This is an optimization exercise on Yosys and OpenROAD, whose aim is small area, not a production implementation.
The RTL was checked by simulation tests, not by an equivalence proof against the original design.

==> v5: inputs <==
Design dma_rx_dmux, start of the top module:
module dma_rx_dmux (
   input  logic                        clk,
   input  logic                        rst,
   input  logic                        in_valid,
   output logic                        in_ready,
   input  logic [64-1:0]         in_tdata,
   input  logic [64/8-1:0]       in_tkeep,
   input  logic                        in_tlast,
   input  logic [2:0]                  in_egr_port,
   input  logic                        in_mcast_en,
   input  logic [3-1:0]          in_mcast_port,
   output logic [3-1:0]          dma_valid,
   output logic [3*64-1:0] dma_tdata,
   output logic [3*64/8-1:0] dma_tkeep,
   output logic [3-1:0]          dma_tlast,
   input  logic [3-1:0]          dma_ready,
   input  logic [8-1:0]      avmm_address,
   input  logic                        avmm_read,
   input  logic                        avmm_write,
   input  logic [32-1:0]      avmm_writedata,
   input  logic [32/8-1:0]    avmm_byteenable,
   output logic [32-1:0]      avmm_readdata,
   output logic                        avmm_readdatavalid,
   output logic [3-1:0]          drop_event
);
export LEC_CHECK = 0
export CAP_MARGIN = 20
export CORE_MARGIN = 2
export CORE_UTILIZATION = 60
export PLACE_DENSITY = 0.72
export SLEW_MARGIN = 20
create_clock -name core_clock -period 6.0 [get_ports {clk}]
standard.sh (not shown) runs the stock make flow with config.mk's settings and CLKGATE_MAP_FILE= SYNTH_SCRIPT=/design/flow/synth_recipe.tcl, a recipe that flattens the netlist after the stock synthesis.
==> flow/flow/run.sh <==
#!/bin/bash
# Standard ORFS layout (the standard.sh) with two changes:
#  - port buffers use the smallest buffer cell instead of ORFS's default pick
#  - CTS uses small clock buffers and no dummy loads
set -euo pipefail
export BUFFER_PORTS_ARGS="-buffer_cell sky130_fd_sc_hd__buf_1"
export CTS_ARGS="-sink_clustering_enable -repair_clock_nets -dont_use_dummy_load -buf_list sky130_fd_sc_hd__clkbuf_4"
bash standard.sh finish > flow_make.log 2>&1
==> inputs of v29, as changes to v5 <==
--- a/flow/design.v
+++ b/flow/design.v
@@ -43,16 +43,15 @@
          if (ofs == EN_OFS)
             rd_word[c] = cfg_drop_en[c];
          if (ofs == thresh_ofs(c))
             rd_word = 32'(cfg_threshold[8*c +: 8]);
       end
    end
    always_ff @(posedge clk) begin
-      if (avmm_read)
-         rd_data_q <= rd_word[7:0];
+      rd_data_q <= rd_word[7:0];
    end
    always_ff @(posedge clk) begin
       if (rst)
          rd_valid_q <= 1'b0;
       else
          rd_valid_q <= avmm_read;
    end
@@ -64,26 +63,22 @@
 `default_nettype none
 module dma_rx_chan_admit #(
    parameter int CHAN = 0
 ) (
    input  logic                       clk,
    input  logic                       rst,
    input  logic                       accept,
-   input  logic [64-1:0]        in_tdata,
-   input  logic [64/8-1:0]      in_tkeep,
    input  logic                       in_tlast,
    input  logic [2:0]                 in_egr_port,
    input  logic                       in_mcast_en,
    input  logic [3-1:0]         in_mcast_port,
    input  logic                       cfg_drop_en,
    input  logic [7:0]                 cfg_threshold,
    input  logic [4-1:0]          occ,
    output logic                       wr,
-   output logic [64-1:0]        wr_tdata,
-   output logic [64/8-1:0]      wr_tkeep,
    output logic                       wr_tlast,
    output logic                       drop_event
 );
    localparam logic [2:0] MY_PORT = 3'(2 + CHAN);
    localparam logic PASS  = 1'b0;
    localparam logic TRUNC = 1'b1;
    logic match;
@@ -96,33 +91,28 @@
       if (in_mcast_en)
          match = in_mcast_port[CHAN];
       else
          match = (in_egr_port == MY_PORT);
    end
    assign hit = accept & match;
    assign over = cfg_drop_en & ~in_tlast & (8'(occ) > cfg_threshold);
-   assign wr_tdata = in_tdata;
-   assign wr_tkeep = in_tkeep;
+   assign wr = hit & (state_q == PASS);
    always_comb begin
       state_d   = state_q;
-      wr        = 1'b0;
       wr_tlast  = in_tlast;
       trunc_end = 1'b0;
       if (hit) begin
          if (state_q == TRUNC) begin
             if (in_tlast) begin
                state_d   = PASS;
                trunc_end = 1'b1;
             end
          end else if (over) begin
-            wr       = 1'b1;
             wr_tlast = 1'b1;
             state_d  = TRUNC;
-         end else begin
-            wr = 1'b1;
          end
       end
    end
    always_ff @(posedge clk) begin
       if (rst) begin
          state_q    <= PASS;
          drop_event <= 1'b0;
@@ -131,63 +121,108 @@
          drop_event <= trunc_end;
       end
    end
 endmodule
 `default_nettype wire
 `timescale 1ns/1ps
 `default_nettype none
+module dma_rx_phase_dec #(
+   parameter int W = 1
+) (
+   input  logic         phase,
+   input  logic [W-1:0] din,
+   output logic [W-1:0] dout
+);
+   assign dout = din ^ {W{phase}};
+endmodule
+module dma_rx_slots #(
+   parameter int W = 1,
+   parameter int N = 1
+) (
+   input  logic         clk,
+   input  logic [N-1:0] sel_h,
+   input  logic [N-1:0] sel_s,
+   input  logic [N-1:0] sel_w,
+   input  logic [W-1:0] wdata,
+   output logic [W-1:0] head
+);
+   logic [W-1:0] slot_q [N];
+   always_ff @(posedge clk) begin
+      for (int i = 0; i < N - 1; i++)
+         slot_q[i] <= ~(({W{sel_h[i]}} & slot_q[i])
+                      | ({W{sel_s[i]}} & slot_q[i+1])
+                      | ({W{sel_w[i]}} & wdata));
+      slot_q[N-1] <= ~(({W{sel_h[N-1]}} & slot_q[N-1])
+                     | ({W{sel_w[N-1]}} & wdata));
+   end
+   assign head = slot_q[0];
+endmodule
 module dma_rx_chan_fifo (
    input  logic                       clk,
    input  logic                       rst,
+   input  logic                       phase,
    input  logic                       wr,
-   input  logic [64-1:0]        wr_tdata,
-   input  logic [64/8-1:0]      wr_tkeep,
+   input  logic [64-1:0]        wr_tdata_enc,
+   input  logic [64/8-1:0]      wr_tkeep_enc,
    input  logic                       wr_tlast,
    output logic                       out_valid,
    output logic [64-1:0]        out_tdata,
    output logic [64/8-1:0]      out_tkeep,
    output logic                       out_tlast,
    input  logic                       out_ready,
    output logic [4-1:0]          occ,
    output logic                       room
 );
    localparam int DEPTH      = (16 - 4 + 1);
    localparam int OW         = 4;
    localparam int BW         = 64 + 64/8 + 1;
    localparam logic [OW-1:0] ROOM_LIMIT = OW'(16 - 4);
-   logic [BW-1:0]    slot_q [DEPTH];
+   logic [BW-1:0]    head;
+   logic [BW-1:0]    wdata;
+   logic [DEPTH-1:0] sel_w;      
+   logic [DEPTH-1:0] sel_s;      
+   logic [DEPTH-1:0] sel_h;      
    logic             rd;
-   always_ff @(posedge clk) begin
-      if (wr) begin
-         slot_q[0] <= {wr_tdata, wr_tkeep, wr_tlast};
-         for (int i = 1; i < DEPTH; i++)
-            slot_q[i] <= slot_q[i-1];
+   assign wdata = {wr_tdata_enc, wr_tkeep_enc, wr_tlast ^ phase};
+   for (genvar i = 0; i < DEPTH; i++) begin : gen_sel
+      assign sel_w[i] = wr & (occ - OW'(rd) == OW'(i));
+      if (i < DEPTH - 1) begin : g_shift
+         assign sel_s[i] = rd & ~sel_w[i];
+         assign sel_h[i] = ~rd & ~sel_w[i];
+      end else begin : g_top
+         assign sel_s[i] = 1'b0;
+         assign sel_h[i] = ~sel_w[i];
       end
    end
-   always_comb begin
-      logic [BW-1:0] head;
-      head = '0;
-      for (int i = 0; i < DEPTH; i++)
-         if (occ == OW'(i + 1))
-            head = head | slot_q[i];
-      {out_tdata, out_tkeep, out_tlast} = head;
-   end
+   dma_rx_slots #(.W(BW), .N(DEPTH)) u_slots (
+      .clk   (clk),
+      .sel_h (sel_h),
+      .sel_s (sel_s),
+      .sel_w (sel_w),
+      .wdata (wdata),
+      .head  (head)
+   );
+   dma_rx_phase_dec #(.W(BW)) u_dec (
+      .phase (phase),
+      .din   (head),
+      .dout  ({out_tdata, out_tkeep, out_tlast})
+   );
    assign out_valid = (occ != '0);
    assign rd        = out_valid & out_ready;
    always_ff @(posedge clk) begin
       if (rst) begin
          occ    <= '0;
          room   <= 1'b1;
       end else begin
          case ({wr, rd})
             2'b10:   occ <= occ + 1'b1;
             2'b01:   occ <= occ - 1'b1;
             default: occ <= occ;
          endcase
-         room <= (occ < ROOM_LIMIT);
+         room   <= (occ < ROOM_LIMIT);
       end
    end
 endmodule
 `default_nettype wire
 `timescale 1ns/1ps
 `default_nettype none
 module dma_rx_dmux (
@@ -216,16 +251,27 @@
    output logic [3-1:0]          drop_event
 );
    localparam int OW = 4;
    logic [3-1:0]   cfg_drop_en;
    logic [8*3-1:0] cfg_threshold;
    logic [3-1:0]   room;
    logic                 accept;
+   logic                 phase;
+   logic [64-1:0]  in_tdata_enc;
+   logic [64/8-1:0] in_tkeep_enc;
    assign in_ready = &room;
    assign accept   = in_valid & in_ready;
+   always_ff @(posedge clk) begin
+      if (rst)
+         phase <= 1'b0;
+      else
+         phase <= ~phase;
+   end
+   assign in_tdata_enc = in_tdata ^ {64{phase}};
+   assign in_tkeep_enc = in_tkeep ^ {(64/8){phase}};
    dma_rx_csr u_csr (
       .clk                (clk),
       .rst                (rst),
       .avmm_address       (avmm_address),
       .avmm_read          (avmm_read),
       .avmm_write         (avmm_write),
       .avmm_writedata     (avmm_writedata),
@@ -233,48 +279,43 @@
       .avmm_readdata      (avmm_readdata),
       .avmm_readdatavalid (avmm_readdatavalid),
       .cfg_drop_en        (cfg_drop_en),
       .cfg_threshold      (cfg_threshold)
    );
    for (genvar c = 0; c < 3; c++) begin : gen_chan
       logic                  wr;
-      logic [64-1:0]   wr_tdata;
-      logic [64/8-1:0] wr_tkeep;
       logic                  wr_tlast;
       logic [OW-1:0]         occ;
       dma_rx_chan_admit #(.CHAN(c)) u_admit (
          .clk           (clk),
          .rst           (rst),
          .accept        (accept),
-         .in_tdata      (in_tdata),
-         .in_tkeep      (in_tkeep),
          .in_tlast      (in_tlast),
          .in_egr_port   (in_egr_port),
          .in_mcast_en   (in_mcast_en),
          .in_mcast_port (in_mcast_port),
          .cfg_drop_en   (cfg_drop_en[c]),
          .cfg_threshold (cfg_threshold[8*c +: 8]),
          .occ           (occ),
          .wr            (wr),
-         .wr_tdata      (wr_tdata),
-         .wr_tkeep      (wr_tkeep),
          .wr_tlast      (wr_tlast),
          .drop_event    (drop_event[c])
       );
       dma_rx_chan_fifo u_fifo (
-         .clk       (clk),
-         .rst       (rst),
-         .wr        (wr),
-         .wr_tdata  (wr_tdata),
-         .wr_tkeep  (wr_tkeep),
-         .wr_tlast  (wr_tlast),
-         .out_valid (dma_valid[c]),
-         .out_tdata (dma_tdata[c*64 +: 64]),
-         .out_tkeep (dma_tkeep[c*64/8 +: 64/8]),
-         .out_tlast (dma_tlast[c]),
-         .out_ready (dma_ready[c]),
-         .occ       (occ),
-         .room      (room[c])
+         .clk          (clk),
+         .rst          (rst),
+         .phase        (phase),
+         .wr           (wr),
+         .wr_tdata_enc (in_tdata_enc),
+         .wr_tkeep_enc (in_tkeep_enc),
+         .wr_tlast     (wr_tlast),
+         .out_valid    (dma_valid[c]),
+         .out_tdata    (dma_tdata[c*64 +: 64]),
+         .out_tkeep    (dma_tkeep[c*64/8 +: 64/8]),
+         .out_tlast    (dma_tlast[c]),
+         .out_ready    (dma_ready[c]),
+         .occ          (occ),
+         .room         (room[c])
       );
    end
 endmodule
 `default_nettype wire
==> flow/flow/run.sh (replaced) <==
#!/bin/bash
# Standard ORFS layout (the standard.sh) with two changes:
#  - port buffers use the smallest buffer cell instead of ORFS's default pick
#  - CTS uses small clock buffers, small sink clusters and no dummy loads
set -euo pipefail
export BUFFER_PORTS_ARGS="-buffer_cell sky130_fd_sc_hd__buf_1"
export CTS_ARGS="-sink_clustering_enable -repair_clock_nets -dont_use_dummy_load -buf_list sky130_fd_sc_hd__clkbuf_4 -sink_clustering_size 8 -sink_clustering_max_diameter 30"
bash standard.sh finish > flow_make.log 2>&1
CAP_MARGIN = 10   (was 20)
CELL_PAD_IN_SITES_DETAIL_PLACEMENT = 1   (was not set)
CELL_PAD_IN_SITES_GLOBAL_PLACEMENT = 1   (was not set)
CORE_UTILIZATION = 55   (was 60)
PLACE_DENSITY = 0.8   (was 0.72)
SLEW_MARGIN = 10   (was 20)
SYNTH_HIERARCHICAL = 1   (was not set)
==> results.sh <==
export IMPL_holdPathEnd="u_csr.cfg_threshold[13]"
export IMPL_fin_skew_ps=128.4
export IMPL_multi_input_cells=2186
export IMPL_status="complete, no violations"
export IMPL_clkCellAreaFrac=0.04693
export IMPL_endpoint="dma_tdata[180]"
export IMPL_grt_pass1_wl_um=390300
-- figures above: v5

==> results.sh <==
export IMPL_status="complete, no violations"
export IMPL_fin_skew_ps=121.9
export IMPL_first_iter_violations=19642
export IMPL_multi_input_cells=3579
export IMPL_num_vias=81522
-- figures above: v29

static timing again, ports no longer ideal:
In the flow no input, the clock included, has a driving cell. The finished layouts below were timed again as built, in two steps.
Step 1 assumes that a clkbuf_16 drives the clock port and a buf_2 every other input.
Step 2 also shifts input and output timing later by t, the mid clock arrival at the registers, as if the neighbouring blocks saw the same clock.
a / b / c = ideal ports / drivers / drivers and shift; a / b = the first two.
run	t, ns	setup WS [ns]	hold slack, ns	worst setup path after step 2	worst slew at a driven data input, ns
v5	1.403	0.232 / 0.153 / 1.556	0.200 / 0.143 / 0.338	register to output	0.11
v29	1.442	0.707 / 0.707 / 0.437	0.150 / 0.093 / 0.382	input to register	0.06
After both steps setup and hold are still met in every run listed. For v29, which loses most, drivers alone change the setup slack by 0.000 ns; drivers and shift together by -0.270 ns.
